This design comes from an exercise in tuning for small area, a short achievable clock period and few clock cycles per item on the open sky130 flow, not from production work.
Where RTL was checked, it was by simulation tests only, not by an equivalence proof against the original.
No functional check of the RTL was part of run 8.
Power figures rest on the tool's default switching activity, not on a simulated workload.

==> flow/design.v <==
module matrix_mem_sequencer #(
  parameter int ADDR_W = 8,
  parameter int DATA_W = 256,
  parameter int RD_LAT = 2
) (
  input  logic              clk,
  input  logic              rst,
  input  logic              start,
  input  logic [ADDR_W-1:0] addr_a,
  input  logic [ADDR_W-1:0] addr_b,
  input  logic [ADDR_W-1:0] addr_c,
  output logic              busy,
  output logic              done,
  output logic [ADDR_W-1:0] ram_addr,
  output logic              ram_wren,
  output logic [DATA_W-1:0] ram_wdata,
  input  logic [DATA_W-1:0] ram_rdata,
  output logic [DATA_W-1:0] mat_a,
  output logic [DATA_W-1:0] mat_b,
  input  logic [DATA_W-1:0] mat_c
);
  localparam int DEPTH = 3;
  logic [ADDR_W-1:0] q_a   [DEPTH];
  logic [ADDR_W-1:0] q_b   [DEPTH];
  logic [ADDR_W-1:0] q_c   [DEPTH];
  logic [DEPTH-1:0]  q_v;
  logic [DEPTH-1:0]  q_ra;    
  logic [DEPTH-1:0]  q_rb;    
  logic [DEPTH-1:0]  q_ab;    
  logic [DEPTH-1:0]  q_fb;    
  logic [DEPTH-1:0]  q_h1b;   
  logic [DEPTH-1:0]  q_h2a;   
  logic [DEPTH-1:0]  q_h2b;   
  logic [DEPTH-1:0]  q_t2, q_t3;
  logic [ADDR_W-1:0] r_lc1, r_lc2;    
  logic              r_lv1, r_lv2;
  logic              r_eval;          
  logic              r_busy;
  logic              r_done;
  logic              r_wren;
  logic [ADDR_W-1:0] r_addr;
  logic              p0_da, p0_db, p1_da, p1_db, p2_da, p2_db;
  logic              sa_c, sa_r, sb_c, sb_r;
  logic [DATA_W-1:0] r_a, r_b;
  logic [DEPTH-1:0] q_rem;
  assign q_rem = q_ra | q_rb;
  logic rd0, rd1, rd2, isa1, isa2, rdb1, rdb2, rd_en, rd_isa, rd_ab;
  assign isa1 = q_ra[1] && !q_t3[0];
  assign rdb1 = q_rb[1] && !q_h1b[1];
  assign isa2 = q_ra[2] && !q_t2[0] && !q_t3[1] && !q_h2a[2];
  assign rdb2 = q_rb[2] && !q_t3[0] && !q_h2b[2];
  assign rd0  = !r_eval && q_v[0] && q_rem[0];
  assign rd1  = !r_eval && q_v[1] && !q_rem[0] && (isa1 || rdb1);
  assign rd2  = !r_eval && q_v[2] && !q_rem[0] && !q_rem[1] && (isa2 || rdb2);
  assign rd_en  = rd0 || rd1 || rd2;
  assign rd_isa = (rd0 && q_ra[0]) || (rd1 && isa1) || (rd2 && isa2);
  assign rd_ab  = (rd0 && q_ra[0] && q_ab[0]) || (rd1 && isa1 && q_ab[1]) ||
                  (rd2 && isa2 && q_ab[2]);
  logic [ADDR_W-1:0] nx_addr;
  always_comb begin
    if (r_eval)        nx_addr = q_c[0];
    else if (q_rem[0]) nx_addr = q_ra[0] ? q_a[0] : q_b[0];
    else if (q_rem[1]) nx_addr = isa1 ? q_a[1] : q_b[1];
    else               nx_addr = isa2 ? q_a[2] : q_b[2];
  end
  logic             acc;
  logic [DEPTH-1:0] s_v, s_ra, s_rb, s_t2, s_t3;   
  logic [DEPTH-1:0] slot_new;                           
  logic             n_fa, n_fb, n_ab, n_h2a, n_h2b;
  always_comb begin
    for (int i = 0; i < DEPTH; i++) begin
      if (i + 1 < DEPTH) begin
        s_v[i]  = r_eval ? q_v[i+1]  : q_v[i];
        s_ra[i] = r_eval ? q_ra[i+1] : q_ra[i];
        s_rb[i] = r_eval ? q_rb[i+1] : q_rb[i];
        s_t2[i] = r_eval ? q_t2[i+1] : q_t2[i];
        s_t3[i] = r_eval ? q_t3[i+1] : q_t3[i];
      end else begin
        s_v[i]  = !r_eval && q_v[i];
        s_ra[i] = !r_eval && q_ra[i];
        s_rb[i] = !r_eval && q_rb[i];
        s_t2[i] = !r_eval && q_t2[i];
        s_t3[i] = !r_eval && q_t3[i];
      end
    end
    for (int i = 0; i < DEPTH; i++)
      slot_new[i] = !s_v[i] && (i == 0 || s_v[(i == 0) ? 0 : i-1]);
  end
  assign acc   = start && !r_busy;
  assign n_fa  = r_lv1 && (addr_a == r_lc1);
  assign n_fb  = r_lv1 && (addr_b == r_lc1);
  assign n_ab  = (addr_a == addr_b);
  assign n_h2a = r_lv2 && (addr_a == r_lc2);
  assign n_h2b = r_lv2 && (addr_b == r_lc2);
  logic n_near;
  assign n_near = !s_v[1];
  logic e_next;
  assign e_next = r_eval ? (q_v[1] && !q_rem[1] && !q_t2[1])
                         : (q_v[0] && !q_rem[0] && !q_t2[0]);
  logic [DEPTH-1:0] n_v, n_ra, n_rb, n_t2, n_t3, iss;
  always_comb begin
    iss = '0;
    iss[0] = rd0;
    iss[1] = rd1;
    iss[2] = rd2;
    for (int i = 0; i < DEPTH; i++) begin
      n_v[i]  = s_v[i] || (acc && slot_new[i]);
      n_ra[i] = (acc && slot_new[i]) ? !n_fa : (s_ra[i] && !(iss[i] && rd_isa));
      n_rb[i] = (acc && slot_new[i]) ? (!(n_fb && !n_near) && !(n_ab && !n_fa))
                                     : (s_rb[i] && !(iss[i] && !rd_isa));
      n_t3[i] = iss[i];
      n_t2[i] = iss[i] || s_t3[i];
    end
  end
  always_ff @(posedge clk) begin
    if (!rst) begin
      q_v    <= '0;
      q_ra   <= '0;
      q_rb   <= '0;
      q_t2   <= '0;
      q_t3   <= '0;
      r_lv1  <= 1'b0;
      r_lv2  <= 1'b0;
      r_eval <= 1'b0;
      r_busy <= 1'b0;
      r_done <= 1'b0;
      r_wren <= 1'b0;
      p0_da  <= 1'b0; p0_db <= 1'b0;
      p1_da  <= 1'b0; p1_db <= 1'b0;
      p2_da  <= 1'b0; p2_db <= 1'b0;
      sa_c   <= 1'b0; sa_r  <= 1'b0;
      sb_c   <= 1'b0; sb_r  <= 1'b0;
    end else begin
      q_v    <= n_v;
      q_ra   <= n_ra;
      q_rb   <= n_rb;
      q_t2   <= n_t2;
      q_t3   <= n_t3;
      if (acc) begin
        r_lv1 <= 1'b1;
        r_lv2 <= r_lv1;
      end
      r_eval <= e_next;
      r_busy <= n_v[DEPTH-1] && !e_next;
      r_done <= r_eval;
      r_wren <= r_eval;
      p0_da  <= rd_en && rd_isa;
      p0_db  <= rd_en && (!rd_isa || rd_ab);
      p1_da  <= p0_da; p1_db <= p0_db;
      p2_da  <= p1_da; p2_db <= p1_db;
      sa_c   <= e_next;
      sa_r   <= p1_da;
      sb_c   <= e_next && (r_eval ? (q_v[2] && q_fb[2]) : (q_v[1] && q_fb[1]));
      sb_r   <= p1_db;
    end
  end
  always_ff @(posedge clk) begin
    if (acc) begin
      r_lc1 <= addr_c;
      r_lc2 <= r_lc1;
    end
    for (int i = 0; i < DEPTH; i++) begin
      if (acc && slot_new[i]) begin
        q_a[i]   <= addr_a;
        q_b[i]   <= addr_b;
        q_c[i]   <= addr_c;
        q_ab[i]  <= n_ab && !n_fa;
        q_fb[i]  <= n_fb && !n_near;
        q_h1b[i] <= n_fb && n_near;
        q_h2a[i] <= n_h2a;
        q_h2b[i] <= n_h2b;
      end else if (r_eval) begin
        if (i + 1 < DEPTH) begin
          q_a[i]   <= q_a[i+1];
          q_b[i]   <= q_b[i+1];
          q_c[i]   <= q_c[i+1];
          q_ab[i]  <= q_ab[i+1];
          q_fb[i]  <= q_fb[i+1];
          q_h1b[i] <= q_h1b[i+1];
          q_h2a[i] <= q_h2a[i+1];
          q_h2b[i] <= q_h2b[i+1];
        end else begin
          q_fb[i]  <= 1'b0;
        end
      end
    end
    r_addr <= nx_addr;
  end
  always_ff @(posedge clk) begin
    if (sa_c)      r_a <= mat_c;
    else if (sa_r) r_a <= ram_rdata;
    if (sb_c)      r_b <= mat_c;
    else if (sb_r) r_b <= ram_rdata;
  end
  assign busy      = r_busy;
  assign done      = r_done;
  assign ram_addr  = r_addr;
  assign ram_wren  = r_wren;
  assign ram_wdata = r_a;
  assign mat_a     = r_a;
  assign mat_b     = r_b;
endmodule
==> flow/flow/run.sh <==
#!/bin/bash
# Standard ORFS layout with small port buffers (buf_1 on inputs and on
# outputs) and the five datapath pins of each bit placed side by side.
# make's full output goes to standard_flow.log; each ORFS step also keeps its
# own log under orfs/logs.
set -euo pipefail
W=$(pwd)
export PRE_GLOBAL_PLACE_TCL=$W/flow/bufports.tcl
export POST_GLOBAL_PLACE_TCL=$W/flow/unbuf.tcl
export BUFFER_PORTS_ARGS="-outputs -buffer_cell sky130_fd_sc_hd__buf_1"
args="-min_distance 1 -min_distance_in_tracks"
for i in $(seq 0 255); do
  args="$args -group_pins {mat_c[$i] ram_rdata[$i] mat_a[$i] ram_wdata[$i] mat_b[$i]}"
done
export PLACE_PINS_ARGS="$args"
export CTS_ARGS="-sink_clustering_enable -repair_clock_nets -sink_clustering_size 22 -sink_clustering_max_diameter 80 -balance_levels"
bash standard.sh > $W/standard_flow.log 2>&1
==> flow/flow/bufports.tcl <==
# Input ports get a small buffer here; the standard flow's buffer_ports call (BUFFER_PORTS_ARGS)
# buffers the outputs. dont_touch keeps remove_buffers from taking the input
# buffers out again before placement.
buffer_ports -inputs -buffer_cell sky130_fd_sc_hd__buf_1
foreach inst [get_cells input*] { set_dont_touch $inst }
==> flow/flow/unbuf.tcl <==
# The input buffers were dont_touch only to survive remove_buffers; clear it
# so later steps treat them like any cell, and tie their supply pins with the
# platform's global connections.
foreach inst [get_cells input*] { unset_dont_touch $inst }
global_connect
==> flow/standard.sh <==
#!/bin/bash
# synth_recipe.tcl (not shown) runs the flow's synth.tcl, then flattens the netlist and writes it again
# the make line also repeats each setting of config.mk as NAME=value (left out here)
make -C /OpenROAD-flow-scripts/flow DESIGN_CONFIG=/design/flow/config.mk WORK_HOME=/design/flow/orfs CLKGATE_MAP_FILE= SYNTH_SCRIPT=/design/flow/synth_recipe.tcl "${@:-finish}"
==> flow/config.mk <==
export PLATFORM = sky130hd
export DESIGN_NAME = matrix_mem_sequencer
export DESIGN_NICKNAME = matrix_mem_sequencer
export VERILOG_FILES = /design/flow/design.v
export SDC_FILE = /design/flow/constraint.sdc
export NUM_CORES = 4
export LEC_CHECK = 0
export CAP_MARGIN = 20
export CORE_AREA = 3 3 317 317
export DIE_AREA = 0 0 320 320
export SETUP_SLACK_MARGIN = 1.5
export SLEW_MARGIN = 20
==> flow/constraint.sdc <==
create_clock -name core_clock -period 3.5 [get_ports {clk}]
set_input_delay 0.7000 -clock core_clock [delete_from_list [all_inputs] [get_ports {clk}]]
set_output_delay 0.7000 -clock core_clock [all_outputs]
set_load 0.01 [all_outputs]
==> results.py, run 1 <==
metrics = {
    "outcome": {
        "outcome": "no timing/DRC/antenna violations",
    },
    "clock_tree": {
        "root_buffer": "clkbuf_16",
        "clock-sinks": 643,
        "cts_buffers": 39,
        "clk_path_buf_depth": 3,
        "postCtsHoldBufs": 0,
        "cts_max_level": 2,
        "cts_tree": "yes",
        "clkSlewWorstSetupHoldPaths_ns": 0.09,
        "clk_latency_ns": 0.60,
    },
    "critical_path": {
        "critical_path_class": "reg -> out",
        "rrSetupSlack_ns": 1.57,
        "critPathTopFamily": "flip-flops",
        "crit_buf_inv": 1,
        "cp-start-kind": "register",
        "end_kind": "primary output",
        "worstPathRequired_ns": 2.80,
        "crit_path_cell_trace": "buf_1",
        "slowest_delay_ns": 0.48,
        "cp_data_arrival_time_ns": 1.25,
        "slowest_stage": "edfxtp_1",
        "cp_max_fo": 2,
    },
    "die": {
        "die-width_um": 320,
        "fp-row-count": 114,
        "dieArea_mm2": 0.1024,
        "start_util": 0.3000,
        "core_area_mm2": 0.09728,
        "io_pins": 1318,
        "die_height_um": 320,
    },
    "timing": {
        "fin_crit_ns": 1.947,
        "skew_ns": 0.02970,
        "finalCritPeriodShare": 0.5562,
        "rsz0062_at_grt": "yes",
        "hold_viol": 0,
        "drv_slew": 0,
        "setup_viol": 0,
        "slew_headroom": 0.3643,
        "tns_ns": 0,
        "max_freq_ghz": 0.5137,
        "tightest_slew_ns": 0.9535,
    },
    "placed_design": {
        "hpwl_um": 64610,
        "portBuffers": 1317,
    },
    "drt": {
        "num_vias": 19920,
        "wirelength_um": 88750,
        "drc": 0,
        "drtIter0Drc": 1474,
        "final_antenna_net_count": 0,
        "vias_per_cell": 4.696,
        "avgRoutedWirePerCell_um": 20.93,
        "drt_first_pass_iters": 5,
    },
    "yosys": {
        "synth_nets": 2378,
        "synthCells": 1839,
        "ys_ff_latch": 643,
        "ys_types": 53,
        "synth.top_cell.area_share": 0.6266,
        "seq_area_frac_synth": 0.6499,
        "synth_area_per_cell_um2": 15.87,
        "ys_top_cells_by_area": "edfxtp_1, mux2_2, buf_4, dfxtp_1, nand2_1",
        "yosysWarnings": 4,
        "synth_area_mm2": 0.02918,
        "synth_top_area_cell": "edfxtp_1",
    },
    "global_route": {
        "grt_overflow": 0,
        "antenna_found_initial": 43,
        "grt_pass1_wl_um": 121800,
        "gr-usage-all-layers": 0.1578,
        "grt_max_degree": 139,
        "grt_pass1_vias": 18910,
    },
    "cells_and_area": {
        "drive_above_1_share": 0.2207,
        "nets": 3441,
        "syn2layout_area_growth_pct": 20.90,
    },
    "pwr": {
        "p_per_area_mw_per_mm2": 470.9,
        "vdd_drop_max_uv": 348.6,
        "power_mw": 16.61,
        "power.leakage_nw": 11.07,
    },
    "min_path": {
        "hold_path.class": "in -> reg",
    },
    "run": {
        "maxCapViolations": 0,
    },
}
==> kinds of logic after synthesis <==
family,count (synthesis),share of synthesized area
xor gates and xnor gates,40,0.01200
DFF,643,0.6499
muxes,541,0.2082
buffers and inverters,345,0.08180
AOI/OAI and AO/OA,64,0.01642
and+or+nand+nor,206,0.03160
==> power breakdown <==
group          total, mW  switching [mW]  internal (mW)  leakage, nW
combinational       2.31            1.34          0.979         4.63
sequential          9.28           0.270           9.01         5.84
clock               5.02            2.66           2.36        0.600
==> cell usage after synthesis (all sizes together) <==
master and n:
xnor2 13, dfxtp 34, nand4b 1, and2 7, a221oi 8, nand2b 4
a31oi 3, and3 3, o22ai 1, nor2b 6, a2bb2oi 8, edfxtp 609
a311oi 1, clkbuf 13, o31ai 1, nor4 7, nand3 8, clkinv 1
mux2i 12, or4 1, nand4 4, nor3b 1, bufbuf 1, nor3 2
a22o 1, mux2 529, a211oi 9, inv 7, nand2 132, o211a 1
a21o 1, nor4b 2, o2111ai 1, and4 1, a41o 2, o21ai 10
a21oi 16, buf 323, or2 3, xor2 27, o211ai 1, nor2 24
==> path summary, 6_finish.rpt <==
| check | from | endpoint | depth (start not counted) |
|---|---|---|---|
| worst min-delay path | mat_c[10] | r_a[10] | 2 |
| worst min register to register | p1_db | sb_r | 1 |
| worst max-delay path | r_a[133] | ram_wdata[133] | 1 |
| worst max register to register | sa_c | r_a[202] | 2 |
==> through the flow <==
step	hold slack (ns)	cells	instance area, µm²	utilization	setup WS (ns)
finish	0.4109	4241	35290	0.3627	1.553
global route	0.3568	4240	35280	0.3627	1.468
CTS	0.3392	4194	35120	0.3610	1.477
detailed placement	0.4234	4126	33750	0.3470	1.148
global placement	0.4168	4126	33750	0.3470	1.214
floorplan	0.4119	1839	29260	-	0.4704
==> placed cells by master (no fill, tap or decap), types with 12 or more instances in the layout <==
| cell | count |
|---|---|
| edfxtp_1 | 609 |
| dfxtp_1 | 31 |
| nand2_1 | 130 |
| xor2_1 | 27 |
| nor2_1 | 22 |
| diode_2 | 43 |
| a21oi_1 | 16 |
| mux2_2 | 521 |
| buf_4 | 28 |
| mux2i_1 | 12 |
| xnor2_1 | 13 |
| buf_1 | 1312 |
| clkbuf_16 | 42 |
==> flip-flops by register name, summed over array words and instances, names as in the netlist, 2 cells and up <==
signal and flops:
q_h1b 2, r_addr 8, q_rb 3, r_lc2 8
r_b 256, q_b 24, q_a 24, q_c 24
q_fb 2, q_ab 3, q_v 3, q_ra 3
q_t2 2, r_lc1 8, q_t3 3, r_a 256
==> worst reg2reg max path, delay by kind of cell (launching register included) <==
kind / cells / cell delay (ns)
flops: 1 / 0.47
mux: 1 / 0.74
buf+inv: 1 / 0.46
==> metal layers <==
metal | up-vias | global-route usage | share of wire | routed length (µm)
li1 | 8767 | - | - | -
met1 | 9639 | 0.1714 | 0.36 | 31670
met2 | 1135 | 0.2623 | 0.49 | 43360
met3 | 373 | 0.03879 | 0.071 | 6268
met4 | 2 | 0.1290 | 0.084 | 7437
met5 | - | 0 | 0.00015 | 13
==> final cells by class <==
cell class	count	area, µm²
fill	9498	61990
sequential	643	18980
multi-input combinational	852	7879
timing repair buffer	1358	5446
tap	1276	1597
clock buffer	50	1101
clock inverter	11	142.6
antenna	43	107.6
inverter	8	35.03
==> repair_timing <==
item                                    CTS  global route
buffers inserted                          5             4
pin swaps                                 2             0
gates cloned                              2             0
endpoints found under the hold margin     0             0
endpoints found under the setup margin  566           162
gates resized for setup                   4             9
Testbench counts, summed over its fixed seeds: cycles 8,227, items 3,200.
==> run 2, diff against run 1 <==
--- a/flow/design.v
+++ b/flow/design.v
@@ -41,5 +41,5 @@
   logic [ADDR_W-1:0] r_addr;
   logic              p0_da, p0_db, p1_da, p1_db, p2_da, p2_db;
-  logic              sa_c, sa_r, sb_c, sb_r;
+  logic              sa_c, sa_r, sa_h, sb_c, sb_r, sb_h;
   logic [DATA_W-1:0] r_a, r_b;
   logic [DEPTH-1:0] q_rem;
@@ -129,6 +129,6 @@
       p1_da  <= 1'b0; p1_db <= 1'b0;
       p2_da  <= 1'b0; p2_db <= 1'b0;
-      sa_c   <= 1'b0; sa_r  <= 1'b0;
-      sb_c   <= 1'b0; sb_r  <= 1'b0;
+      sa_c   <= 1'b0; sa_r  <= 1'b0; sa_h <= 1'b1;
+      sb_c   <= 1'b0; sb_r  <= 1'b0; sb_h <= 1'b1;
     end else begin
       q_v    <= n_v;
@@ -151,6 +151,8 @@
       sa_c   <= e_next;
       sa_r   <= p1_da;
+      sa_h   <= !e_next && !p1_da;
       sb_c   <= e_next && (r_eval ? (q_v[2] && q_fb[2]) : (q_v[1] && q_fb[1]));
       sb_r   <= p1_db;
+      sb_h   <= !(e_next && (r_eval ? (q_v[2] && q_fb[2]) : (q_v[1] && q_fb[1]))) && !p1_db;
     end
   end
@@ -188,8 +190,6 @@
   end
   always_ff @(posedge clk) begin
-    if (sa_c)      r_a <= mat_c;
-    else if (sa_r) r_a <= ram_rdata;
-    if (sb_c)      r_b <= mat_c;
-    else if (sb_r) r_b <= ram_rdata;
+    r_a <= ({DATA_W{sa_c}} & mat_c) | ({DATA_W{sa_r}} & ram_rdata) | ({DATA_W{sa_h}} & r_a);
+    r_b <= ({DATA_W{sb_c}} & mat_c) | ({DATA_W{sb_r}} & ram_rdata) | ({DATA_W{sb_h}} & r_b);
   end
   assign busy      = r_busy;
--- a/flow/flow/run.sh
+++ b/flow/flow/run.sh
@@ -15,3 +15,8 @@
 export PLACE_PINS_ARGS="$args"
 export CTS_ARGS="-sink_clustering_enable -repair_clock_nets -sink_clustering_size 22 -sink_clustering_max_diameter 80 -balance_levels"
-bash standard.sh > $W/standard_flow.log 2>&1
+# The platform's don't-use list plus a222oi: that cell packs six inputs into
+# a small cell and leaves the datapath's pins too crowded to route.
+DU=$(awk '/^export DONT_USE_CELLS \+=/{f=1; next} f{c=/\\$/; gsub(/\\/,""); printf "%s ", $0; if (!c) exit}' $FLOW_HOME/platforms/sky130hd/config.mk)
+DU="$(echo $DU) sky130_fd_sc_hd__a222oi_1"
+echo "DONT_USE_CELLS=$DU" > $W/dont_use.log
+bash standard.sh "DONT_USE_CELLS=$DU" finish > $W/standard_flow.log 2>&1
--- a/flow/config.mk
+++ b/flow/config.mk
@@ -9,4 +9,4 @@
 export CORE_AREA = 3 3 317 317
 export DIE_AREA = 0 0 320 320
-export SETUP_SLACK_MARGIN = 1.5
+export SETUP_SLACK_MARGIN = 1.7
 export SLEW_MARGIN = 20
==> results.py, run 2 <==
metrics = {
    "clock_tree": {
        "clk_path_buf_depth": 3,
        "cts_buffers": 39,
        "cts_max_level": 2,
        "clock-sinks": 645,
        "postCtsHoldBufs": 0,
        "root_buffer": "clkbuf_16",
    },
    "yosys": {
        "synth_nets": 3460,
        "synth_common_cells": "nand2_1, dfxtp_1, a22oi_1, buf_4, clkbuf_1",
        "seq_area_frac_synth": 0.5245,
        "synthCells": 2921,
        "async_flop_share": 0,
        "yosysWarnings": 4,
        "synth_area_per_cell_um2": 9.062,
        "ys_types": 59,
        "synth_edf_count": 97,
        "ys_ff_latch": 645,
        "synth_most_common_cell": "nand2_1",
        "synth_area_mm2": 0.02647,
        "synth_top_area_cell": "dfxtp_1",
        "ys_top_cells_by_area": "dfxtp_1, nand2_1, a22oi_1, edfxtp_1, buf_4",
        "synth_ff_type": "dfxtp_1",
        "synth.top_cell.area_share": 0.4144,
    },
    "global_route": {
        "gr-usage-all-layers": 0.2214,
        "grt_pass1_vias": 28170,
        "grt_max_degree": 89,
        "grt_overflow": 5,
        "grt_pass1_wl_um": 174000,
    },
    "placed_design": {
        "hpwl_um": 69150,
        "portBuffers": 1317,
    },
    "outcome": {
        "stop_stage": "5_1_grt",
        "outcome": "did not finish",
        "firstError": "[ERROR GRT-0116] Global routing finished with congestion. Check the congestion regions in the DRC Viewer.",
    },
    "die": {
        "die_height_um": 320,
        "io_pins": 1318,
        "start_util": 0.2721,
        "fp-row-count": 114,
        "die-width_um": 320,
    },
}
run 2: cell count changes after synthesis, sizes merged, moves of 127 or more:
| cell | change |
|---|---|
| edfxtp | -512 |
| a22oi | +512 |
| mux2 | -489 |
| dfxtp | +514 |
| nand2 | +946 |
| clkbuf | +127 |
run 2: kinds of logic after synthesis:
group                     Yosys count  share of synthesized area
DFF                               645                     0.5245
muxes                              53                    0.02193
buffers and inverters             461                     0.1067
AOI/OAI and AO/OA                 577                     0.1651
and+or+nand+nor                  1145                     0.1686
xor gates and xnor gates           40                    0.01323
run 2: worst min path at each step:
stage,from,endpoint,slack [ns],cells past startpoint
after floorplan,p0_da,p1_da,0.41,1
after CTS,mat_c[122],r_a[122],0.25,3
after global placement,p0_db,p1_db,0.42,1
after detailed placement,p0_db,p1_db,0.43,1
run 2: per-stage QoR:
step / instance area [µm²] / total power, mW / instances / setup WS [ns] / hold WS (ns)
2_1_floorplan: 26570 / 20.05 / 2921 / 1.588 / 0.4119
3_5_place_dp: 30880 / 23.12 / 5119 / 0.8929 / 0.4250
3_3_place_gp: 30880 / 22.97 / 5119 / 0.8919 / 0.4236
4_1_cts: 39130 / 36.14 / 5203 / 1.525 / 0.2480
run 2: power by group through the flow:
| stage | registers [mW] | logic (mW) | clock network, mW |
|---|---|---|---|
| after floorplan | 14.0 | 6.06 | 0 |
| after global placement | 13.1 | 9.86 | 0 |
| after detailed placement | 13.1 | 9.98 | 0 |
| after CTS | 14.9 | 16.2 | 5.09 |
run 2: timing repair:
item	CTS
pin swaps	3
endpoints found under the setup margin	1145
hold endpoints to repair	0
buffers inserted	23
gates resized for setup	2288
cloned	3
run 2: routing by layer:
layer  overflow  GRT usage
met3          0    0.09910
met5          0   0.005093
met2          4     0.3221
met1          0     0.2544
met4          1     0.1671
Testbench counts of run 2, summed over its fixed seeds: cycles 8,227, items 3,200.
==> run 3, diff against run 2 <==
--- a/flow/config.mk
+++ b/flow/config.mk
@@ -7,6 +7,6 @@
 export LEC_CHECK = 0
 export CAP_MARGIN = 20
-export CORE_AREA = 3 3 317 317
-export DIE_AREA = 0 0 320 320
+export CORE_AREA = 3 3 347 347
+export DIE_AREA = 0 0 350 350
 export SETUP_SLACK_MARGIN = 1.7
 export SLEW_MARGIN = 20
==> results.py, run 3 <==
metrics = {
    "yosys": {
        "synth_top_family_by_area": "simple AND/OR/NAND/NOR gates",
        "synth_top_area_cell": "dfxtp_1",
        "synth_most_common_cell": "nand2_1",
        "synth_area_per_cell_um2": 9.062,
        "synth_nets": 3460,
        "ys_types": 59,
        "synthMuxAreaShare": 0.02193,
        "synth-simple-area-share": 0.1686,
        "synth_area_mm2": 0.02647,
        "synth_common_cells": "nand2_1, dfxtp_1, a22oi_1, buf_4, clkbuf_1",
        "synth_ff_type": "dfxtp_1",
        "synth_compound_area_frac": 0.1651,
        "async_flop_share": 0,
        "synth_xor_area_frac": 0.01324,
        "ys_ff_latch": 645,
        "seq_area_frac_synth": 0.5245,
        "synthAdderAreaFrac": 0,
        "synth_edf_count": 97,
        "yosysWarnings": 4,
        "synthCells": 2921,
        "synth.top_cell.area_share": 0.4144,
        "ys_top_cells_by_area": "dfxtp_1, nand2_1, a22oi_1, edfxtp_1, buf_4",
    },
    "die": {
        "die-width_um": 350,
        "io_pins": 1318,
        "start_util": 0.2266,
        "fp-row-count": 125,
        "die_height_um": 350,
    },
    "clock_tree": {
        "cts_buffers": 43,
        "root_buffer": "clkbuf_16",
        "cts_max_level": 2,
        "clock-sinks": 645,
        "clk_path_buf_depth": 3,
    },
    "placed_design": {
        "placed_cell_area_mm2": 0.03118,
        "placed_cells": 5364,
        "post-place-ws_ns": 1.035,
        "hpwl_um": 69160,
        "portBuffers": 1317,
    },
    "outcome": {
        "firstError": "[ERROR GRT-0116] Global routing finished with congestion. Check the congestion regions in the DRC Viewer.",
        "outcome": "did not finish",
        "stop_stage": "5_1_grt",
    },
    "global_route": {
        "grt_pass1_vias": 28240,
        "grt_pass1_wl_um": 171500,
        "grt_max_degree": 156,
        "grt_overflow": 14,
        "gr-usage-all-layers": 0.1808,
    },
}
## run 3: cell counts after synthesis
Identical to the previous run, type by type.
## run 3: repair_timing
item | CTS
cloned | 1
buffers inserted | 33
endpoints found under the setup margin | 982
pin swaps | 3
hold buffers | 0
gates resized for setup | 2277
## run 3: how the worst max path moves through the flow
stage	startpoint	to	slack (ns)	cells past startpoint
after floorplan	start	q_rb[2]	1.59	5
after global placement	start	q_a[2][5]	1.06	6
after detailed placement	start	q_a[2][5]	1.04	6
after CTS	r_a[109]	ram_wdata[109]	1.62	1
## run 3: power by group through the flow
stage,clock network [mW],registers [mW],logic [mW]
global placement,0,13.1,9.86
CTS,5.70,14.8,16.3
detailed placement,0,13.1,9.97
floorplan,0,14.0,6.06
## run 3: cell families after synthesis
logic type / Yosys count
AND/OR/NAND/NOR: 1145
flip-flops: 645
AO/OA/AOI/OAI: 577
buffers and inverters: 461
multiplexers: 53
XOR/XNOR: 40
## run 3: routing by layer
metal,overflow,GRT usage
met1,0,0.2062
met4,5,0.1274
met2,9,0.2636
met3,0,0.08680
met5,0,0.009419
==> run 4, diff against run 3 <==
--- a/flow/config.mk
+++ b/flow/config.mk
@@ -7,6 +7,6 @@
 export LEC_CHECK = 0
 export CAP_MARGIN = 20
-export CORE_AREA = 3 3 347 347
-export DIE_AREA = 0 0 350 350
+export CORE_AREA = 3 3 397 397
+export DIE_AREA = 0 0 400 400
 export SETUP_SLACK_MARGIN = 1.7
 export SLEW_MARGIN = 20
==> results.py, run 4 <==
metrics = {
    "placed_design": {
        "placed_cells": 5860,
        "post-place-ws_ns": 1.090,
        "hpwl_um": 72000,
        "portBuffers": 1317,
    },
    "yosys": {
        "async_flop_share": 0,
        "seq_area_frac_synth": 0.5245,
        "synthAdderAreaFrac": 0,
        "synth_nets": 3460,
        "synth_edf_count": 97,
        "synthCells": 2921,
        "synth_ff_type": "dfxtp_1",
        "ys_types": 59,
        "ys_top_cells_by_area": "dfxtp_1, nand2_1, a22oi_1, edfxtp_1, buf_4",
        "synth.top_cell.area_share": 0.4144,
        "synth_top_area_cell": "dfxtp_1",
        "synth-simple-area-share": 0.1686,
        "synth_area_mm2": 0.02647,
        "synth_area_per_cell_um2": 9.062,
        "synth_common_cells": "nand2_1, dfxtp_1, a22oi_1, buf_4, clkbuf_1",
        "yosysWarnings": 4,
        "synthMuxAreaShare": 0.02193,
        "synth_most_common_cell": "nand2_1",
        "synth_xor_area_frac": 0.01324,
        "synth_top_family_by_area": "simple AND/OR/NAND/NOR gates",
        "ys_ff_latch": 645,
        "synth_compound_area_frac": 0.1651,
    },
    "global_route": {
        "gr-usage-all-layers": 0.1454,
        "grt_pass1_wl_um": 178400,
        "grt_overflow": 36,
        "grt_pass1_vias": 28690,
        "grt_max_degree": 117,
    },
    "clock_tree": {
        "clk_path_buf_depth": 3,
        "clock-sinks": 645,
        "root_buffer": "clkbuf_16",
        "cts_max_level": 2,
        "postCtsHoldBufs": 0,
        "cts_buffers": 44,
    },
    "die": {
        "die-width_um": 400,
        "start_util": 0.1728,
        "fp-row-count": 143,
        "die_height_um": 400,
        "io_pins": 1318,
    },
    "outcome": {
        "firstError": "[ERROR GRT-0116] Global routing finished with congestion. Check the congestion regions in the DRC Viewer.",
        "outcome": "did not finish",
        "stop_stage": "5_1_grt",
    },
}
## run 4: cell counts after synthesis
Identical to the previous run, type by type.
## run 4: power groups by stage
stage	logic (mW)	clock network, mW	registers [mW]
4_1_cts	16.4	5.80	14.9
3_5_place_dp	10.0	0	13.2
3_3_place_gp	9.91	0	13.1
2_1_floorplan	6.06	0	14.0
## run 4: worst min path at each step
stage          depth (start not counted)        from        to
2_1_floorplan                          1       p0_da     p1_da
3_3_place_gp                           1       p0_da     p1_da
3_5_place_dp                           1       p0_db     p1_db
4_1_cts                                3  mat_c[197]  r_a[197]
## run 4: cells by family after synthesis
family,count (synthesis)
simple gates,1145
buf+inv,461
compound gates,577
xor+xnor,40
flops,645
mux,53
## run 4: what timing repair did
action | in CTS
setup endpoints to repair | 906
pin swaps | 0
resized for setup | 2284
endpoints found under the hold margin | 0
buffers inserted | 32
## run 4: stage by stage
stage | hold WS (ns) | area (µm²)
after detailed placement | 0.4220 | 31680
after floorplan | 0.4119 | 26570
after CTS | 0.1717 | 40260
after global placement | 0.4173 | 31680
## run 4: layer usage
| metal | track usage | GRT overflow |
|---|---|---|
| met3 | 0.06379 | 0 |
| met5 | 0.01478 | 0 |
| met4 | 0.1036 | 15 |
| met1 | 0.1644 | 1 |
| met2 | 0.2165 | 20 |
==> run 5, diff against run 4 <==
--- a/flow/flow/run.sh
+++ b/flow/flow/run.sh
@@ -9,5 +9,5 @@
 export POST_GLOBAL_PLACE_TCL=$W/flow/unbuf.tcl
 export BUFFER_PORTS_ARGS="-outputs -buffer_cell sky130_fd_sc_hd__buf_1"
-args="-min_distance 1 -min_distance_in_tracks"
+args=""
 for i in $(seq 0 255); do
   args="$args -group_pins {mat_c[$i] ram_rdata[$i] mat_a[$i] ram_wdata[$i] mat_b[$i]}"
--- a/flow/config.mk
+++ b/flow/config.mk
@@ -7,6 +7,6 @@
 export LEC_CHECK = 0
 export CAP_MARGIN = 20
-export CORE_AREA = 3 3 397 397
-export DIE_AREA = 0 0 400 400
+export CORE_AREA = 3 3 457 457
+export DIE_AREA = 0 0 460 460
 export SETUP_SLACK_MARGIN = 1.7
 export SLEW_MARGIN = 20
==> results.py, run 5 <==
metrics = {
    "outcome": {
        "outcome": "no timing/DRC/antenna violations",
    },
    "timing": {
        "rsz0062_at_grt": "yes",
        "finalCritPeriodShare": 0.5299,
        "hold_viol": 0,
        "max_freq_ghz": 0.5392,
        "tightest_slew_ns": 1.055,
        "tns_ns": 0,
        "setup_viol": 0,
        "skew_ns": 0.03617,
        "drv_slew": 0,
        "slew_headroom": 0.2967,
        "fin_crit_ns": 1.855,
    },
    "pwr": {
        "comb_power_share": 0.448,
        "power_switching_mw": 12.41,
        "pwr-share-seq": 0.406,
        "vdd_drop_max_uv": 552.7,
        "power.leakage_nw": 17.68,
        "clkPwrFrac": 0.146,
        "switching_share": 0.3392,
        "p_per_area_mw_per_mm2": 878.3,
        "power_mw": 36.59,
        "power.internal_mw": 24.18,
    },
    "yosys": {
        "synth_area_per_cell_um2": 9.062,
        "synth_most_common_cell": "nand2_1",
        "yosysWarnings": 4,
        "synth_ff_type": "dfxtp_1",
        "synth_edf_count": 97,
        "synth_common_cells": "nand2_1, dfxtp_1, a22oi_1, buf_4, clkbuf_1",
        "synth.top_cell.area_share": 0.4144,
        "synth_nets": 3460,
        "ys_types": 59,
        "synth_top_area_cell": "dfxtp_1",
        "synth_area_mm2": 0.02647,
        "async_flop_share": 0,
        "synthCells": 2921,
        "seq_area_frac_synth": 0.5245,
        "ys_top_cells_by_area": "dfxtp_1, nand2_1, a22oi_1, edfxtp_1, buf_4",
        "ys_ff_latch": 645,
    },
    "global_route": {
        "grt_max_degree": 144,
        "grt_pass1_wl_um": 138600,
        "grt_pass1_vias": 26250,
        "gr-usage-all-layers": 0.07919,
        "grt_overflow": 0,
        "antenna_found_initial": 1,
    },
    "min_path": {
        "worst_hold_startpoint": "ram_rdata[255]",
        "hold_end": "r_a[255]",
        "hold_path.class": "in -> reg",
        "hold_depth": 3,
    },
    "clock_tree": {
        "cts_buffers": 41,
        "root_buffer": "clkbuf_16",
        "clk_latency_ns": 0.66,
        "cts_tree": "yes",
        "clock-sinks": 645,
        "postCtsHoldBufs": 0,
        "clk_path_buf_depth": 3,
        "clkSlewWorstSetupHoldPaths_ns": 0.10,
        "cts_max_level": 2,
    },
    "critical_path": {
        "rr_worst_depth": 3,
        "r2r_start": "sa_r",
        "cp-start-kind": "register",
        "rrSetupSlack_ns": 1.72,
        "slowest_stage": "dfxtp_2",
        "critPathTopFamily": "flip-flops",
        "worstPathRequired_ns": 2.80,
        "r2r-end": "r_a[210]",
        "crit_path_cell_trace": "buf_6",
        "crit_buf_inv": 1,
        "critical_path_class": "reg -> out",
        "end_kind": "primary output",
        "cp_max_fo": 3,
        "cp_data_arrival_time_ns": 1.15,
        "slowest_delay_ns": 0.38,
    },
    "die": {
        "io_pins": 1318,
        "start_util": 0.1293,
        "fp-row-count": 166,
        "dieArea_mm2": 0.2116,
        "core_area_mm2": 0.2048,
        "die_height_um": 460,
        "die-width_um": 460,
    },
    "drt": {
        "drt_first_pass_iters": 8,
        "vias_per_cell": 3.896,
        "num_vias": 26060,
        "drtIter0Drc": 1683,
        "drc": 0,
        "wirelength_um": 93830,
        "avgRoutedWirePerCell_um": 14.03,
        "final_antenna_net_count": 0,
    },
    "run": {
        "maxCapViolations": 0,
    },
    "cells_and_area": {
        "mostFrequentLayoutCells": "nand2_1, buf_6, buf_1, a22oi_1, dfxtp_2",
        "nets": 4509,
        "syn2layout_area_growth_pct": 57.37,
        "final_common_cell": "nand2_1",
        "top_regs": "r_a: 256 flops, r_b: 256 flops",
        "nFillCells": 21900,
        "drive_above_1_share": 0.3947,
    },
    "placed_design": {
        "hpwl_um": 59370,
        "portBuffers": 1317,
    },
}
-- run 5: how the worst max path moves through the flow --
stage,from,end,slack (ns),cells after the start
2_1_floorplan,start,q_rb[2],1.59,5
3_3_place_gp,addr_a[0],q_ab[1],1.12,6
3_5_place_dp,addr_a[2],q_ab[0],1.07,6
4_1_cts,r_addr[6],ram_addr[6],1.54,1
5_1_grt,r_a[217],mat_a[217],1.55,1
6_report,r_a[79],mat_a[79],1.65,1
-- run 5: layout make-up --
| class | instances | area, µm² | area share |
|---|---|---|---|
| Tap cell | 2688 | 3363 | 0.08074 |
| Clock inverter | 19 | 285.3 | 0.006848 |
| Inverter | 14 | 56.30 | 0.001352 |
| Clock buffer | 52 | 1097 | 0.02634 |
| Antenna cell | 2 | 5.005 | 0.0001201 |
| Sequential cell | 645 | 14890 | 0.3574 |
| Multi-Input combinational cell | 1817 | 9920 | 0.2381 |
| Timing Repair Buffer | 1451 | 12040 | 0.2891 |
-- run 5: stage by stage --
step | hold WS (ns) | cell area [µm²] | cells | util | worst slack, ns
final | 0.2479 | 41660 | 6688 | 0.2034 | 1.645
after global routing | 0.1739 | 41660 | 6688 | 0.2034 | 1.555
after CTS | 0.1519 | 41180 | 6666 | 0.2011 | 1.544
after detailed placement | 0.4359 | 32830 | 6554 | 0.1603 | 1.067
after global placement | 0.4416 | 32830 | 6554 | 0.1603 | 1.118
after floorplan | 0.4119 | 26570 | 2921 | - | 1.588
-- run 5: power groups by stage --
stage               Sequential, mW  Combinational [mW]  Clock (mW)
floorplan                     14.0                6.06           0
global placement              12.9                9.57           0
detailed placement            13.0                9.70           0
CTS                           14.5                16.1        5.58
global route                  15.1                17.6        5.83
finish                        14.9                16.4        5.34
-- run 5: timing repair --
action / CTS / global route
gates cloned: 2 / 0
resized for setup: 2130 / 109
setup buffers: 39 / 20
pin swaps: 3 / 2
setup endpoints to repair: 919 / 884
-- run 5: logic make-up after synthesis --
logic type,share of synthesized area
multiplexers,0.02193
buffers and inverters,0.1067
AO/OA/AOI/OAI,0.1651
AND/OR/NAND/NOR,0.1686
flip-flops,0.5245
XOR/XNOR,0.01323
-- run 5: routing by layer --
layer	vias to the layer above	GRT usage	share of wire
li1	11870	-	-
met1	12550	0.08529	0.36
met2	1444	0.1425	0.50
met3	189	0.02193	0.096
met4	0	0.03751	0.041
met5	-	0	0
==> run 6, diff against run 5 <==
--- a/flow/flow/run.sh
+++ b/flow/flow/run.sh
@@ -9,5 +9,5 @@
 export POST_GLOBAL_PLACE_TCL=$W/flow/unbuf.tcl
 export BUFFER_PORTS_ARGS="-outputs -buffer_cell sky130_fd_sc_hd__buf_1"
-args=""
+args="-min_distance 1 -min_distance_in_tracks"
 for i in $(seq 0 255); do
   args="$args -group_pins {mat_c[$i] ram_rdata[$i] mat_a[$i] ram_wdata[$i] mat_b[$i]}"
--- a/flow/config.mk
+++ b/flow/config.mk
@@ -7,6 +7,6 @@
 export LEC_CHECK = 0
 export CAP_MARGIN = 20
-export CORE_AREA = 3 3 457 457
-export DIE_AREA = 0 0 460 460
-export SETUP_SLACK_MARGIN = 1.7
+export CORE_AREA = 3 3 317 317
+export DIE_AREA = 0 0 320 320
+export SETUP_SLACK_MARGIN = 1.5
 export SLEW_MARGIN = 20
==> results.py, run 6 <==
metrics = {
    "die": {
        "dieArea_mm2": 0.1024,
        "core_area_mm2": 0.09728,
        "die_height_um": 320,
        "die-width_um": 320,
        "start_util": 0.2721,
        "io_pins": 1318,
        "fp-row-count": 114,
    },
    "critical_path": {
        "critical_path_class": "reg -> out",
        "crit_path_cell_trace": "buf_1",
        "worstPathRequired_ns": 2.80,
        "rrSetupSlack_ns": 1.61,
        "r2r_start": "r_eval",
        "r2r-end": "q_a[0][7]",
        "crit_buf_inv": 1,
        "rr_worst_depth": 4,
        "critPathTopFamily": "flip-flops",
        "cp_data_arrival_time_ns": 1.25,
        "cp-start-kind": "register",
        "cp_max_fo": 2,
        "slowest_delay_ns": 0.34,
        "end_kind": "primary output",
        "slowest_stage": "dfxtp_1",
    },
    "yosys": {
        "synth_area_per_cell_um2": 9.062,
        "async_flop_share": 0,
        "synth_nets": 3460,
        "synth_area_mm2": 0.02647,
        "synth_ff_type": "dfxtp_1",
        "synth.top_cell.area_share": 0.4144,
        "synth_most_common_cell": "nand2_1",
        "ys_top_cells_by_area": "dfxtp_1, nand2_1, a22oi_1, edfxtp_1, buf_4",
        "ys_types": 59,
        "yosysWarnings": 4,
        "synth_common_cells": "nand2_1, dfxtp_1, a22oi_1, buf_4, clkbuf_1",
        "synth_top_area_cell": "dfxtp_1",
        "ys_ff_latch": 645,
        "synthCells": 2921,
        "synth_edf_count": 97,
        "seq_area_frac_synth": 0.5245,
    },
    "cells_and_area": {
        "multiInputGateArea_mm2": 0.009804,
        "drive_above_1_share": 0.04976,
        "stdcell_count": 5238,
        "final_common_cell": "buf_1",
        "nFillCells": 10280,
        "fin_area_mm2": 0.03229,
        "top_regs": "r_a: 256 flops, r_b: 256 flops",
        "syn2layout_area_growth_pct": 22.00,
        "mostFrequentLayoutCells": "buf_1, nand2_1, dfxtp_1, a22oi_1, edfxtp_1",
        "nets": 4435,
        "regArea_mm2": 0.01391,
    },
    "timing": {
        "whs_ns": 0.3050,
        "finalCritPeriodShare": 0.5575,
        "slew_headroom": 0.2956,
        "max_freq_ghz": 0.5125,
        "setup_viol": 0,
        "drv_slew": 0,
        "hold_viol": 0,
        "tns_ns": 0,
        "rsz0062_at_grt": "yes",
        "tightest_slew_ns": 1.057,
        "skew_ns": 0.02123,
        "fin_crit_ns": 1.951,
    },
    "global_route": {
        "grt_pass1_vias": 23710,
        "grt_max_degree": 141,
        "gr-usage-all-layers": 0.1738,
        "grt_overflow": 0,
        "grt_pass1_wl_um": 140400,
        "antenna_found_initial": 40,
    },
    "pwr": {
        "switching_share": 0.4058,
        "p_per_area_mw_per_mm2": 870.8,
        "power.leakage_nw": 13.21,
        "power.internal_mw": 16.71,
        "power_mw": 28.12,
        "comb_power_share": 0.357,
        "clkPwrFrac": 0.176,
        "vdd_drop_max_uv": 399.2,
        "power_switching_mw": 11.41,
        "pwr-share-seq": 0.467,
    },
    "min_path": {
        "hold_path.class": "in -> reg",
        "hold_depth": 3,
        "hold_end": "r_b[136]",
        "worst_hold_startpoint": "ram_rdata[136]",
    },
    "clock_tree": {
        "clk_latency_ns": 0.60,
        "clk_path_buf_depth": 3,
        "clock-sinks": 645,
        "clkSlewWorstSetupHoldPaths_ns": 0.09,
        "root_buffer": "clkbuf_16",
        "cts_buffers": 39,
        "cts_max_level": 2,
        "cts_tree": "yes",
        "postCtsHoldBufs": 0,
    },
    "drt": {
        "vias_per_cell": 4.857,
        "drt_first_pass_iters": 8,
        "drtIter0Drc": 2081,
        "final_antenna_net_count": 0,
        "drc": 0,
        "wirelength_um": 98050,
        "num_vias": 25440,
        "avgRoutedWirePerCell_um": 18.72,
    },
    "placed_design": {
        "placed_cells": 5129,
        "hpwl_um": 70070,
        "portBuffers": 1317,
        "placed_cell_area_mm2": 0.03091,
    },
    "outcome": {
        "outcome": "no timing/DRC/antenna violations",
    },
    "run": {
        "maxCapViolations": 0,
    },
}
run 6: cell counts after synthesis:
No cell type changed its count.
run 6: what timing repair did:
item | in CTS | in global routing
cloned | 1 | 0
endpoints found under the setup margin | 66 | 27
resized for setup | 4 | 7
buffers inserted | 1 | 0
pin swaps | 1 | 0
run 6: cell type report:
| cell class | count | area share |
|---|---|---|
| clock buffers | 49 | 0.03231 |
| multi-input cells | 1815 | 0.3036 |
| repair inverters | 1 | 0.0002325 |
| diodes | 43 | 0.003332 |
| well taps | 1276 | 0.04944 |
| inverters | 14 | 0.001744 |
| clock inverters | 15 | 0.005231 |
| repair buffers | 1380 | 0.1734 |
| flip-flops and latches | 645 | 0.4307 |
run 6: kinds of logic (layout without fill, tap and decap cells):
logic type                count (synthesis)  in the layout  share of synthesized area
DFF                                     645            645                     0.5245
and+or+nand+nor                        1145           1145                     0.1686
buffers and inverters                   461           1459                     0.1067
xor gates and xnor gates                 40             40                    0.01323
muxes                                    53             53                    0.02193
AOI/OAI and AO/OA                       577            577                     0.1651
other                                     0             43                          0
run 6: tightest hold or removal path: stages:
cell,delay (ns)
buf_1,0.09
nand2_1,0.06
nand2_1,0.04
run 6: layer usage:
metal  routed length, µm  track usage  share of wire  vias up
met1               36590       0.2008           0.37    11810
met4                8892       0.1611          0.091        0
li1                    -            -              -    11750
met5                   0            0              0        -
met2               45120       0.2693           0.46     1448
met3                7444      0.03651          0.076      440
run 6: how the worst max path moves through the flow:
stage,startpoint,to,depth (start not counted)
floorplan,start,q_a[1][0],5
global placement,start,q_a[1][1],6
detailed placement,start,q_c[1][0],6
CTS,r_busy,busy,1
global route,q_v[1],q_rb[0],5
finish,r_busy,busy,1
run 6: through the flow:
step                      utilization  setup WS [ns]
final                          0.3320          1.549
after global routing           0.3319          1.472
after CTS                      0.3307          1.509
after detailed placement       0.3178         0.9972
after global placement         0.3178          1.015
after floorplan                     -          1.465
run 6: power by group through the flow:
stage | clock [mW] | combinational [mW] | sequential (mW)
final | 4.94 | 10.0 | 13.1
after global routing | 5.36 | 10.9 | 13.4
after CTS | 5.13 | 9.99 | 13.1
after detailed placement | 0 | 9.96 | 13.2
after global placement | 0 | 9.85 | 13.1
after floorplan | 0 | 6.04 | 14.0
==> run 7, diff against run 6 <==
--- a/flow/flow/run.sh
+++ b/flow/flow/run.sh
@@ -14,5 +14,5 @@
 done
 export PLACE_PINS_ARGS="$args"
-export CTS_ARGS="-sink_clustering_enable -repair_clock_nets -sink_clustering_size 22 -sink_clustering_max_diameter 80 -balance_levels"
+export CTS_ARGS="-sink_clustering_enable -repair_clock_nets -sink_clustering_size 22 -sink_clustering_max_diameter 80 -balance_levels -num_static_layers 1 -sink_clustering_levels 1"
 # The platform's don't-use list plus a222oi: that cell packs six inputs into
 # a small cell and leaves the datapath's pins too crowded to route.
==> results.py, run 7 <==
metrics = {
    "drt": {
        "vias_per_cell": 4.862,
        "drc": 0,
        "avgRoutedWirePerCell_um": 18.73,
        "final_antenna_net_count": 0,
        "num_vias": 25470,
        "drt_first_pass_iters": 9,
        "wirelength_um": 98090,
        "drtIter0Drc": 2053,
    },
    "timing": {
        "fin_crit_ns": 1.937,
        "whs_ns": 0.3011,
        "tns_ns": 0,
        "tightest_slew_ns": 1.040,
        "max_freq_ghz": 0.5164,
        "setup_viol": 0,
        "hold_viol": 0,
        "skew_ns": 0.02119,
        "drv_slew": 0,
        "finalCritPeriodShare": 0.5533,
        "slew_headroom": 0.3064,
        "rsz0062_at_grt": "yes",
    },
    "cells_and_area": {
        "syn2layout_area_growth_pct": 22.09,
        "nets": 4435,
        "drive_above_1_share": 0.05001,
        "fin_area_mm2": 0.03232,
        "mostFrequentLayoutCells": "buf_1, nand2_1, dfxtp_1, a22oi_1, edfxtp_1",
        "final_common_cell": "buf_1",
        "top_regs": "r_a: 256 flops, r_b: 256 flops",
    },
    "critical_path": {
        "slowest_delay_ns": 0.34,
        "end_kind": "primary output",
        "cp_max_fo": 2,
        "crit_buf_inv": 1,
        "worstPathRequired_ns": 2.80,
        "cp_data_arrival_time_ns": 1.24,
        "slowest_stage": "dfxtp_1",
        "r2r_start": "r_eval",
        "critical_path_class": "reg -> out",
        "cp-start-kind": "register",
        "startpoint": "r_busy",
        "crit_path_cell_trace": "buf_1",
        "critPathTopFamily": "flip-flops",
    },
    "global_route": {
        "grt_pass1_wl_um": 140400,
        "gr-usage-all-layers": 0.1738,
        "antenna_found_initial": 40,
        "grt_overflow": 0,
        "grt_max_degree": 141,
        "grt_pass1_vias": 23730,
    },
    "yosys": {
        "synth_area_per_cell_um2": 9.062,
        "synth_most_common_cell": "nand2_1",
        "synth_edf_count": 97,
        "synth.top_cell.area_share": 0.4144,
        "synth_ff_type": "dfxtp_1",
        "synth_area_mm2": 0.02647,
        "seq_area_frac_synth": 0.5245,
        "ys_top_cells_by_area": "dfxtp_1, nand2_1, a22oi_1, edfxtp_1, buf_4",
        "synth_top_area_cell": "dfxtp_1",
        "ys_ff_latch": 645,
        "async_flop_share": 0,
        "synth_common_cells": "nand2_1, dfxtp_1, a22oi_1, buf_4, clkbuf_1",
        "yosysWarnings": 4,
        "synthCells": 2921,
        "synth_nets": 3460,
        "ys_types": 59,
    },
    "min_path": {
        "hold_path.class": "in -> reg",
        "worst_hold_startpoint": "mat_c[136]",
    },
    "clock_tree": {
        "cts_max_level": 2,
        "clock-sinks": 645,
        "root_buffer": "clkbuf_16",
        "cts_buffers": 39,
        "clk_path_buf_depth": 3,
        "cts_tree": "yes",
        "clkSlewWorstSetupHoldPaths_ns": 0.09,
        "clk_latency_ns": 0.62,
    },
    "die": {
        "fp-row-count": 114,
        "die_height_um": 320,
        "io_pins": 1318,
        "core_area_mm2": 0.09728,
        "dieArea_mm2": 0.1024,
        "start_util": 0.2721,
        "die-width_um": 320,
    },
    "outcome": {
        "outcome": "no timing/DRC/antenna violations",
    },
    "pwr": {
        "p_per_area_mw_per_mm2": 871.8,
        "vdd_drop_max_uv": 399.5,
        "power.leakage_nw": 13.22,
        "power_mw": 28.18,
    },
    "placed_design": {
        "portBuffers": 1317,
        "hpwl_um": 70070,
        "placed_cell_area_mm2": 0.03091,
    },
    "run": {
        "maxCapViolations": 0,
    },
}
==> run 7: cell counts after synthesis <==
No cell type changed its count.
==> run 7: worst paths after layout <==
kind,to,slack (ns),cells past startpoint
setup / recovery,busy,1.56,1
hold / removal,r_a[136],0.30,3
setup reg to reg,q_a[0][7],1.61,4
hold reg to reg,p1_da,0.44,1
==> run 7: cell families after synthesis <==
family,Yosys count,synth area share
mux,53,0.02193
flops,645,0.5245
buf+inv,461,0.1067
simple gates,1145,0.1686
xor+xnor,40,0.01323
compound gates,577,0.1651
==> run 7: power breakdown <==
part,internal [mW],leakage (nW),switching [mW]
Sequential,10.7,5.50,2.44
Clock,2.30,0.592,2.69
Combinational,3.75,7.13,6.29
Total,16.8,13.2,11.4
==> run 7: area by class of cell <==
type                            instances  area, µm²
Timing Repair Buffer                 1380       5602
Tap cell                             1276       1597
Antenna cell                           43      107.6
Inverter                               14      56.30
Fill cell                           10280      64960
Clock buffer                           50       1069
Sequential cell                       645      13910
Timing Repair inverter                  1      7.507
Clock inverter                         14      167.7
Multi-Input combinational cell       1815       9804
==> run 7: per-layer routing <==
| metal | global-route usage | vias to the layer above | wire [µm] |
|---|---|---|---|
| li1 | - | 11760 | - |
| met1 | 0.2002 | 11790 | 36750 |
| met2 | 0.2687 | 1465 | 44900 |
| met3 | 0.03696 | 459 | 7375 |
| met4 | 0.1628 | 0 | 9067 |
| met5 | 0 | - | 0 |
==> run 7: repair_timing <==
action                                  CTS  global route
endpoints found under the setup margin   66            28
cloned                                    1             0
endpoints found under the hold margin     0             0
pin swaps                                 1             0
hold buffers                              0             0
setup buffers                             1             0
resized for setup                         4             8
==> run 7: through the flow <==
step | worst slack, ns | cells | util
6_report | 1.563 | 5238 | 0.3322
5_1_grt | 1.472 | 5235 | 0.3322
4_1_cts | 1.506 | 5195 | 0.3310
3_5_place_dp | 0.9972 | 5129 | 0.3178
3_3_place_gp | 1.015 | 5129 | 0.3178
2_1_floorplan | 1.465 | 2921 | -
==> run 8, diff against run 7 <==
--- a/flow/design.v
+++ b/flow/design.v
@@ -157,4 +157,12 @@
     end
   end
+  logic [DEPTH-1:0] pl_new, pl_shift, pl_hold;
+  always_comb begin
+    for (int i = 0; i < DEPTH; i++) begin
+      pl_new[i]   = acc && slot_new[i];
+      pl_shift[i] = r_eval && !pl_new[i];
+      pl_hold[i]  = !r_eval && !pl_new[i];
+    end
+  end
   always_ff @(posedge clk) begin
     if (acc) begin
@@ -162,28 +170,28 @@
       r_lc2 <= r_lc1;
     end
-    for (int i = 0; i < DEPTH; i++) begin
-      if (acc && slot_new[i]) begin
-        q_a[i]   <= addr_a;
-        q_b[i]   <= addr_b;
-        q_c[i]   <= addr_c;
-        q_ab[i]  <= n_ab && !n_fa;
-        q_fb[i]  <= n_fb && !n_near;
-        q_h1b[i] <= n_fb && n_near;
-        q_h2a[i] <= n_h2a;
-        q_h2b[i] <= n_h2b;
-      end else if (r_eval) begin
-        if (i + 1 < DEPTH) begin
-          q_a[i]   <= q_a[i+1];
-          q_b[i]   <= q_b[i+1];
-          q_c[i]   <= q_c[i+1];
-          q_ab[i]  <= q_ab[i+1];
-          q_fb[i]  <= q_fb[i+1];
-          q_h1b[i] <= q_h1b[i+1];
-          q_h2a[i] <= q_h2a[i+1];
-          q_h2b[i] <= q_h2b[i+1];
-        end else begin
-          q_fb[i]  <= 1'b0;
-        end
-      end
+    for (int i = 0; i + 1 < DEPTH; i++) begin
+      q_a[i]   <= ({ADDR_W{pl_new[i]}} & addr_a) | ({ADDR_W{pl_shift[i]}} & q_a[i+1]) |
+                  ({ADDR_W{pl_hold[i]}} & q_a[i]);
+      q_b[i]   <= ({ADDR_W{pl_new[i]}} & addr_b) | ({ADDR_W{pl_shift[i]}} & q_b[i+1]) |
+                  ({ADDR_W{pl_hold[i]}} & q_b[i]);
+      q_c[i]   <= ({ADDR_W{pl_new[i]}} & addr_c) | ({ADDR_W{pl_shift[i]}} & q_c[i+1]) |
+                  ({ADDR_W{pl_hold[i]}} & q_c[i]);
+      q_ab[i]  <= (pl_new[i] && n_ab && !n_fa) || (pl_shift[i] && q_ab[i+1]) || (pl_hold[i] && q_ab[i]);
+      q_fb[i]  <= (pl_new[i] && n_fb && !n_near) || (pl_shift[i] && q_fb[i+1]) || (pl_hold[i] && q_fb[i]);
+      q_h1b[i] <= (pl_new[i] && n_fb && n_near) || (pl_shift[i] && q_h1b[i+1]) || (pl_hold[i] && q_h1b[i]);
+      q_h2a[i] <= (pl_new[i] && n_h2a) || (pl_shift[i] && q_h2a[i+1]) || (pl_hold[i] && q_h2a[i]);
+      q_h2b[i] <= (pl_new[i] && n_h2b) || (pl_shift[i] && q_h2b[i+1]) || (pl_hold[i] && q_h2b[i]);
+    end
+    if (pl_new[DEPTH-1]) begin
+      q_a[DEPTH-1]   <= addr_a;
+      q_b[DEPTH-1]   <= addr_b;
+      q_c[DEPTH-1]   <= addr_c;
+      q_ab[DEPTH-1]  <= n_ab && !n_fa;
+      q_fb[DEPTH-1]  <= n_fb && !n_near;
+      q_h1b[DEPTH-1] <= n_fb && n_near;
+      q_h2a[DEPTH-1] <= n_h2a;
+      q_h2b[DEPTH-1] <= n_h2b;
+    end else if (r_eval) begin
+      q_fb[DEPTH-1]  <= 1'b0;
     end
     r_addr <= nx_addr;
--- a/flow/flow/run.sh
+++ b/flow/flow/run.sh
@@ -14,5 +14,5 @@
 done
 export PLACE_PINS_ARGS="$args"
-export CTS_ARGS="-sink_clustering_enable -repair_clock_nets -sink_clustering_size 22 -sink_clustering_max_diameter 80 -balance_levels -num_static_layers 1 -sink_clustering_levels 1"
+export CTS_ARGS="-sink_clustering_enable -repair_clock_nets -sink_clustering_size 22 -sink_clustering_max_diameter 80 -balance_levels"
 # The platform's don't-use list plus a222oi: that cell packs six inputs into
 # a small cell and leaves the datapath's pins too crowded to route.
==> results.py, run 8 <==
metrics = {
    "critical_path": {
        "slowest_stage": "dfxtp_1",
        "end_kind": "primary output",
        "worstPathRequired_ns": 2.80,
        "r2r-end": "q_b[2][1]",
        "cp-start-kind": "register",
        "critPathTopFamily": "flip-flops",
        "rrSetupSlack_ns": 1.58,
        "critical_path_class": "reg -> out",
        "r2r_start": "r_eval",
        "slowest_delay_ns": 0.35,
        "crit_buf_inv": 1,
        "crit_path_cell_trace": "buf_1",
        "cp_max_fo": 2,
        "rr_worst_depth": 4,
        "cp_data_arrival_time_ns": 1.23,
    },
    "pwr": {
        "vdd_drop_max_uv": 448.7,
        "clkPwrFrac": 0.173,
        "power_mw": 27.27,
        "comb_power_share": 0.352,
        "switching_share": 0.4028,
        "power.leakage_nw": 13.11,
        "power.internal_mw": 16.29,
        "pwr-share-seq": 0.475,
        "power_switching_mw": 10.99,
        "p_per_area_mw_per_mm2": 850.6,
    },
    "drt": {
        "drt_first_pass_iters": 24,
        "wirelength_um": 96330,
        "avgRoutedWirePerCell_um": 18.18,
        "num_vias": 26000,
        "final_antenna_net_count": 0,
        "drc": 0,
        "vias_per_cell": 4.908,
        "drtIter0Drc": 1942,
    },
    "clock_tree": {
        "cts_max_level": 2,
        "clk_latency_ns": 0.60,
        "cts_buffers": 38,
        "postCtsHoldBufs": 0,
        "clk_path_buf_depth": 3,
        "post-cts-setup-buffers": 0,
        "clkSlewWorstSetupHoldPaths_ns": 0.09,
        "root_buffer": "clkbuf_16",
        "clock-sinks": 645,
        "cts_tree": "yes",
    },
    "cells_and_area": {
        "syn2layout_area_growth_pct": 21.70,
        "nets": 4509,
        "fin_area_mm2": 0.03207,
        "final_common_cell": "buf_1",
        "drive_above_1_share": 0.03986,
        "fin_util": 0.3296,
        "nFillCells": 10300,
        "top_regs": "r_a: 256 flops, r_b: 256 flops",
        "mostFrequentLayoutCells": "buf_1, nand2_1, dfxtp_1, a22oi_1, mux2i_1",
        "stdcell_count": 5298,
    },
    "global_route": {
        "met2_usage": 0.2621,
        "grt_pass1_wl_um": 139600,
        "antenna_found_initial": 29,
        "gr-usage-all-layers": 0.1700,
        "grt_use_met1": 0.2021,
        "top_usage_layer": "met2",
        "grt_overflow": 0,
        "grt_max_degree": 175,
        "grtUsageMet3": 0.03930,
        "grt_pass1_vias": 23830,
    },
    "min_path": {
        "hold_end": "r_a[220]",
        "hold_path.class": "in -> reg",
        "worst_hold_startpoint": "mat_c[220]",
        "hold_depth": 3,
    },
    "die": {
        "die-width_um": 320,
        "start_util": 0.2709,
        "dieArea_mm2": 0.1024,
        "core_area_mm2": 0.09728,
        "fp-row-count": 114,
        "die_height_um": 320,
        "io_pins": 1318,
    },
    "yosys": {
        "synth_area_mm2": 0.02635,
        "ys_ff_latch": 645,
        "synth_area_per_cell_um2": 8.719,
        "synth_ff_type": "dfxtp_1",
        "synth_common_cells": "nand2_1, dfxtp_1, a22oi_1, buf_4, clkbuf_1",
        "synth_edf_count": 45,
        "synth_nets": 3561,
        "async_flop_share": 0,
        "seq_area_frac_synth": 0.5071,
        "synthCells": 3022,
        "synth_most_common_cell": "nand2_1",
        "yosysWarnings": 4,
        "ys_types": 54,
        "synth.top_cell.area_share": 0.4559,
        "ys_top_cells_by_area": "dfxtp_1, nand2_1, a22oi_1, buf_4, edfxtp_1",
        "synth_top_area_cell": "dfxtp_1",
    },
    "timing": {
        "skew_ns": 0.02839,
        "tns_ns": 0,
        "hold_viol": 0,
        "whs_ns": 0.3044,
        "drv_slew": 0,
        "setup_ws_ns": 1.568,
        "slew_headroom": 0.2562,
        "max_freq_ghz": 0.5176,
        "finalCritPeriodShare": 0.5519,
        "tightest_slew_ns": 1.116,
        "fin_crit_ns": 1.932,
        "rsz0062_at_grt": "yes",
        "setup_viol": 0,
    },
    "placed_design": {
        "placed_cells": 5205,
        "hpwl_um": 68730,
        "portBuffers": 1317,
        "post-place-ws_ns": 1.108,
        "placed_cell_area_mm2": 0.03079,
    },
    "run": {
        "maxCapViolations": 0,
    },
    "outcome": {
        "outcome": "no timing/DRC/antenna violations",
    },
}
==> run 8: cell types whose count changed after synthesis, moves of 27 or more <==
cell      change
mux2i_1      +47
o21ai_0      +29
mux2_2       -31
clkbuf_1     +27
nor2_1       +27
dfxtp_1      +52
edfxtp_1     -52
==> run 8: power groups by stage <==
stage          combinational [mW]  sequential, mW  clock, mW
6_report                     9.60            12.9       4.73
5_1_grt                      10.5            13.2       5.16
4_1_cts                      9.52            12.9       4.92
3_5_place_dp                 9.50            13.0          0
3_3_place_gp                 9.40            12.9          0
2_1_floorplan                5.69            13.7          0
==> run 8: what timing repair did <==
item	CTS	global route
resized for setup	7	11
cloned	0	1
setup endpoints to repair	14	15
==> run 8: worst max-delay path by stage <==
stage	depth (start not counted)	from	endpoint
floorplan	4	start	q_rb[2]
CTS	5	r_eval	q_t2[0]
global route	6	r_eval	q_a[1][7]
global placement	7	start	q_b[0][4]
detailed placement	7	start	q_c[0][1]
finish	1	r_b[245]	mat_b[245]
==> run 8: area by class of cell <==
type,instances,area (µm²),share of cell area
Sequential cell,645,13390,0.4177
Clock buffer,46,1002,0.03125
Antenna cell,33,82.58,0.002575
Multi-Input combinational cell,1898,10190,0.3177
Inverter,7,27.53,0.0008584
Timing Repair Buffer,1380,5655,0.1764
Tap cell,1276,1597,0.04979
Clock inverter,13,122.6,0.003824
==> run 8: per-layer routing <==
| layer | vias up | wire length, µm |
|---|---|---|
| met5 | - | 0 |
| met4 | 0 | 7812 |
| met3 | 389 | 8458 |
| met2 | 1553 | 43290 |
| met1 | 12060 | 36770 |
| li1 | 12000 | - |
==> run 8: worst min-delay path, stage by stage <==
cell and delay (ns):
buf_1 0.09, nand2_1 0.05, nand2_1 0.04
==> run 8: cells by family (layout without fill, tap and decap cells) <==
family,count (synthesis),in the layout,share of synthesized area
xor gates and xnor gates,40,40,0.01330
DFF,645,645,0.5071
other,0,33,0
buffers and inverters,479,1446,0.1076
AOI/OAI and AO/OA,629,629,0.1736
muxes,69,69,0.02664
and+or+nand+nor,1160,1160,0.1717

## re-timing with driven ports
No port has a modelled driver above. Below, the same layouts with a new extraction and two added sets of constraints.
Step 1: set_driving_cell puts a clkbuf_16 on clk and a buf_2 on each other input, an assumption about the parent block.
Step 2 also shifts input and output timing later by t, the mid clock arrival at the registers, as if the neighbouring blocks saw the same clock.
Slacks: ideal / step 1 / step 2; pairs: ideal / step 1.
run	t (ns)	setup slack, ns	hold WS [ns]	worst data-port slew with drivers (ns)	cell pins on the clock port's net
run 1	0.647	1.553 / 1.497 / 1.145	0.411 / 0.382 / 0.440	0.10	1
run 5	0.728	1.645 / 1.561 / 1.250	0.248 / 0.194 / 0.461	0.06	1
run 6	0.657	1.549 / 1.488 / 1.118	0.305 / 0.270 / 0.442	0.14	1
run 7	0.661	1.563 / 1.503 / 1.103	0.301 / 0.267 / 0.441	0.13	1
run 8	0.657	1.568 / 1.500 / 1.188	0.304 / 0.272 / 0.437	0.12	1
After both steps every run listed still meets setup and hold. For run 7, which loses most, drivers alone change the setup slack by -0.060 ns; drivers and shift together by -0.460 ns.
